What follows belongs to an exercise in optimizing a design on an open flow for small area; a production flow would make more cautious choices. In this exercise RTL edits were held to simulation tests only and were not proved equivalent to the original. Power and IR drop assume default switching activity.

== cedar ==
## matrix_column_loader
module matrix_column_loader #(
   parameter int          COLS       = 32,
   parameter int          MSG_LEN    = 64,
   parameter int unsigned SCROLL_DIV = 200,
   parameter int          SETUP_CYC  = 2,
   parameter int          HOLD_CYC   = 2
) (
   input  logic                  clk_i,
   input  logic                  rst_i,
   input  logic                  msg_we,
   input  logic [5:0]            msg_addr,
   input  logic [15:0]           msg_data,
   input  logic                  enable,
   output logic [4:0]            column_id,
   output logic [15:0]           in_column,
   output logic                  load,
   output logic                  busy,
   output logic                  frame_done,
   output logic [5:0]            offset
);
   localparam int DW = 16;
   localparam int NR = 64;
   logic [5:0]    q;
   logic [2:0]    r;
   logic          act;         
   logic          had;         
   logic [5:0]    offset_q;
   logic [DW-1:0] in_col_q;
   logic [DW-1:0] pf;          
   logic [5:0]    ph;          
   logic          run;         
   logic          ldc;
   logic [5:0]    ent;         
   logic [5:0]    ent_row;     
   logic [5:0]    wr_row;      
   logic          snoop;
   logic          refresh;
   logic [17:0]   pf_sel;
   logic [DW-1:0] pf_d;
   logic [DW-1:0] ring [NR];
   logic [NR-1:0] sel, nsel;
   logic [DW-1:0] wdata_e, wdata_o;
   logic [5:0]    ph_next;
   logic [7:0]    wr_lo, wr_hi;
  ...
Settings: LEC_CHECK=0, CAP_MARGIN=20, CORE_MARGIN=2, CORE_UTILIZATION=50, PLACE_DENSITY=0.85, SLEW_MARGIN=20, SYNTH_HIERARCHICAL=1; clock period 10.0 ns.
standard.sh (not shown) runs the stock make flow with config.mk's settings and CLKGATE_MAP_FILE= SYNTH_SCRIPT=/design/flow/synth_recipe.tcl, a recipe that flattens the netlist after the stock synthesis.
==> flow/flow/run.sh <==
#!/bin/bash
# Standard ORFS layout, with the smallest buffer on each port; clock tree synthesis adds no dummy balancing loads and builds the
# tree from the given clock buffers and sink clusters. Every step's full output stays in
# orfs/logs; the make output goes to flow_make.log.
set -euo pipefail
export BUFFER_PORTS_ARGS="-buffer_cell sky130_fd_sc_hd__buf_1"
export CTS_ARGS="-sink_clustering_enable -repair_clock_nets -dont_use_dummy_load -buf_list {sky130_fd_sc_hd__clkbuf_8} -sink_clustering_size 18 -sink_clustering_max_diameter 50"
bash standard.sh > flow_make.log 2>&1
[inputs] juniper vs cedar
-- flow/config.mk --
<<< cedar, line 10
export CORE_UTILIZATION = 50
export PLACE_DENSITY = 0.85
>>> juniper, line 10
export CORE_UTILIZATION = 30
==> summary.txt <==
Compared with cedar, in juniper worst hold slack went down by 24 ps, number of routed nets with antenna violations was more or less identical, total non-filler cell area in the finished layout went up by 850 µm².
Any difference in sequential element share of the synthesized area between juniper and cedar is small enough to ignore.
juniper ended with more area of the core than cedar.
[juniper vs cedar] overall global routing resource usage: lower in juniper
In juniper relative to cedar, number of placement rows had gone up by more than a quarter.
juniper ends up with higher source-to-sink clock delay at the later pin of the worst-skew pair than cedar does.
Modified inputs, xenon compared to juniper
-- flow/config.mk --
<<< juniper, line 10
export CORE_UTILIZATION = 30
>>> xenon, line 10
export CORE_UTILIZATION = 40
export PLACE_DENSITY = 0.8
--- outcome ---
Largest stage delay on the critical path, juniper and xenon, higher one = juniper. Compared to juniper, the routing of xenon uses less wire. xenon against juniper: core region area went down about 25%; non-clock buffer count went down 6. xenon ends up with higher via count than juniper does. Total design power delta (xenon − juniper): favourable. From juniper to xenon the numbers moved as follows: setup slack after layout up 14 ps; area overhead of the layout relative to synthesis fell by 1.9 points; global-route usage higher.
diff inputs: xenon => pepper
-- flow/flow/run.sh --
<<< xenon, line 7
export CTS_ARGS="-sink_clustering_enable -repair_clock_nets -dont_use_dummy_load -buf_list {sky130_fd_sc_hd__clkbuf_8} -sink_clustering_size 18 -sink_clustering_max_diameter 50"
>>> pepper, line 7
export CTS_ARGS="-sink_clustering_enable -repair_clock_nets -dont_use_dummy_load -buf_list {sky130_fd_sc_hd__clkbuf_16} -sink_clustering_size 32 -sink_clustering_max_diameter 60"
-- flow/config.mk --
<<< xenon, line 10
export CORE_UTILIZATION = 40
export PLACE_DENSITY = 0.8
>>> pepper, line 10
export CORE_UTILIZATION = 30
[summary]
- Taking xenon as the reference, in pepper tightest hold margin picked up an extra 22 ps; cell area after placement climbed 470 µm².
- [pepper] share of total power in the clock network rose 2.9 points relative to xenon
- pepper against xenon: clock tree buffer depth essentially unchanged, wire length increased 7.6%, areal power density over the cells increased about 2%, number of sequential cells in the layout essentially unchanged.
- The lower layout-stage area growth over the synthesis result came out of xenon.
- Looking at register-to-register slack, pepper sits below xenon.


build 38:
matrix_column_loader again, from the RTL that the note above started with.
export LEC_CHECK = 0
export CAP_MARGIN = 20
export CORE_MARGIN = 2
export CORE_UTILIZATION = 40
export PLACE_DENSITY = 0.8
export SLEW_MARGIN = 20
export SYNTH_HIERARCHICAL = 1
create_clock -name core_clock -period 10.0 [get_ports {clk_i}]
==> flow/flow/run.sh <==
#!/bin/bash
# Standard ORFS layout, with the smallest buffer on each port; clock tree synthesis adds no dummy balancing loads and builds the
# tree from the given clock buffers and sink clusters. Every step's full output stays in
# orfs/logs; the make output goes to flow_make.log.
set -euo pipefail
export BUFFER_PORTS_ARGS="-buffer_cell sky130_fd_sc_hd__buf_1"
export CTS_ARGS="-sink_clustering_enable -repair_clock_nets -dont_use_dummy_load -buf_list {sky130_fd_sc_hd__clkbuf_16} -sink_clustering_size 32 -sink_clustering_max_diameter 60"
bash standard.sh > flow_make.log 2>&1
### build 38 -> build 26
Settings: swapping 20 for 10 in SLEW_MARGIN; swapping 20 for 10 in CAP_MARGIN.
--- a/flow/flow/run.sh
+++ b/flow/flow/run.sh
@@ -5,4 +5,4 @@
 set -euo pipefail
 export BUFFER_PORTS_ARGS="-buffer_cell sky130_fd_sc_hd__buf_1"
-export CTS_ARGS="-sink_clustering_enable -repair_clock_nets -dont_use_dummy_load -buf_list {sky130_fd_sc_hd__clkbuf_16} -sink_clustering_size 32 -sink_clustering_max_diameter 60"
+export CTS_ARGS="-sink_clustering_enable -repair_clock_nets -dont_use_dummy_load -buf_list {sky130_fd_sc_hd__clkbuf_8} -sink_clustering_size 18 -sink_clustering_max_diameter 50"
 bash standard.sh > flow_make.log 2>&1
--- outcome ---
Summary: with build 38 as the reference, wire length in build 26 moved up slightly. Delta(proportion of layout cells with a drive suffix above 1, build 26 - build 38) > 0. Compared with build 38, build 26 shows clock skew higher by 0.019 ns. On number of pins with negative max-slew slack in the final report, build 38 tracks build 26 almost exactly. As far as fraction of area in registers is concerned, build 38 and build 26 perform about the same. Summary of build 26 over build 38: area share of buffers outside the clock network roughly the same; achievable clock frequency higher; cell leakage power roughly the same; minimum setup slack in the final design higher. Build 26 vs build 38, routed length on met3 went up by about 3%. | area of all placed cells without fillers | build 26 vs build 38 | ≈ equal |.

separate check: timing with driven ports:
In the flow no input, the clock included, has a driving cell. The finished layouts below were timed again as built, in two steps. Step 1 assumes that a clkbuf_16 drives the clock port and a buf_2 every other input. Step 2 also shifts input and output timing later by t, the mid clock arrival at the registers, as if the neighbouring blocks saw the same clock. Three values: no drivers, after step 1, after step 2; two values: the first two.
| run | t, ns | setup slack, ns | worst hold slack (ns) |
|---|---|---|---|
| cedar | 0.734 | 4.444 / 4.457 / 3.723 | 0.359 / 0.359 / 0.359 |
| juniper | 0.746 | 4.298 / 4.306 / 3.561 | 0.335 / 0.335 / 0.335 |
| xenon | 0.730 | 4.312 / 4.330 / 3.601 | 0.313 / 0.313 / 0.313 |
| pepper | 0.699 | 4.285 / 4.299 / 3.600 | 0.335 / 0.335 / 0.335 |
| build 38 | 0.659 | 4.289 / 4.311 / 3.652 | 0.365 / 0.365 / 0.365 |
| build 26 | 0.730 | 4.312 / 4.330 / 3.601 | 0.313 / 0.313 / 0.313 |
After both steps setup and hold are still met in every run listed. The setup slack of juniper, which loses most, moves by +0.008 ns with the drivers and by -0.737 ns with both steps.
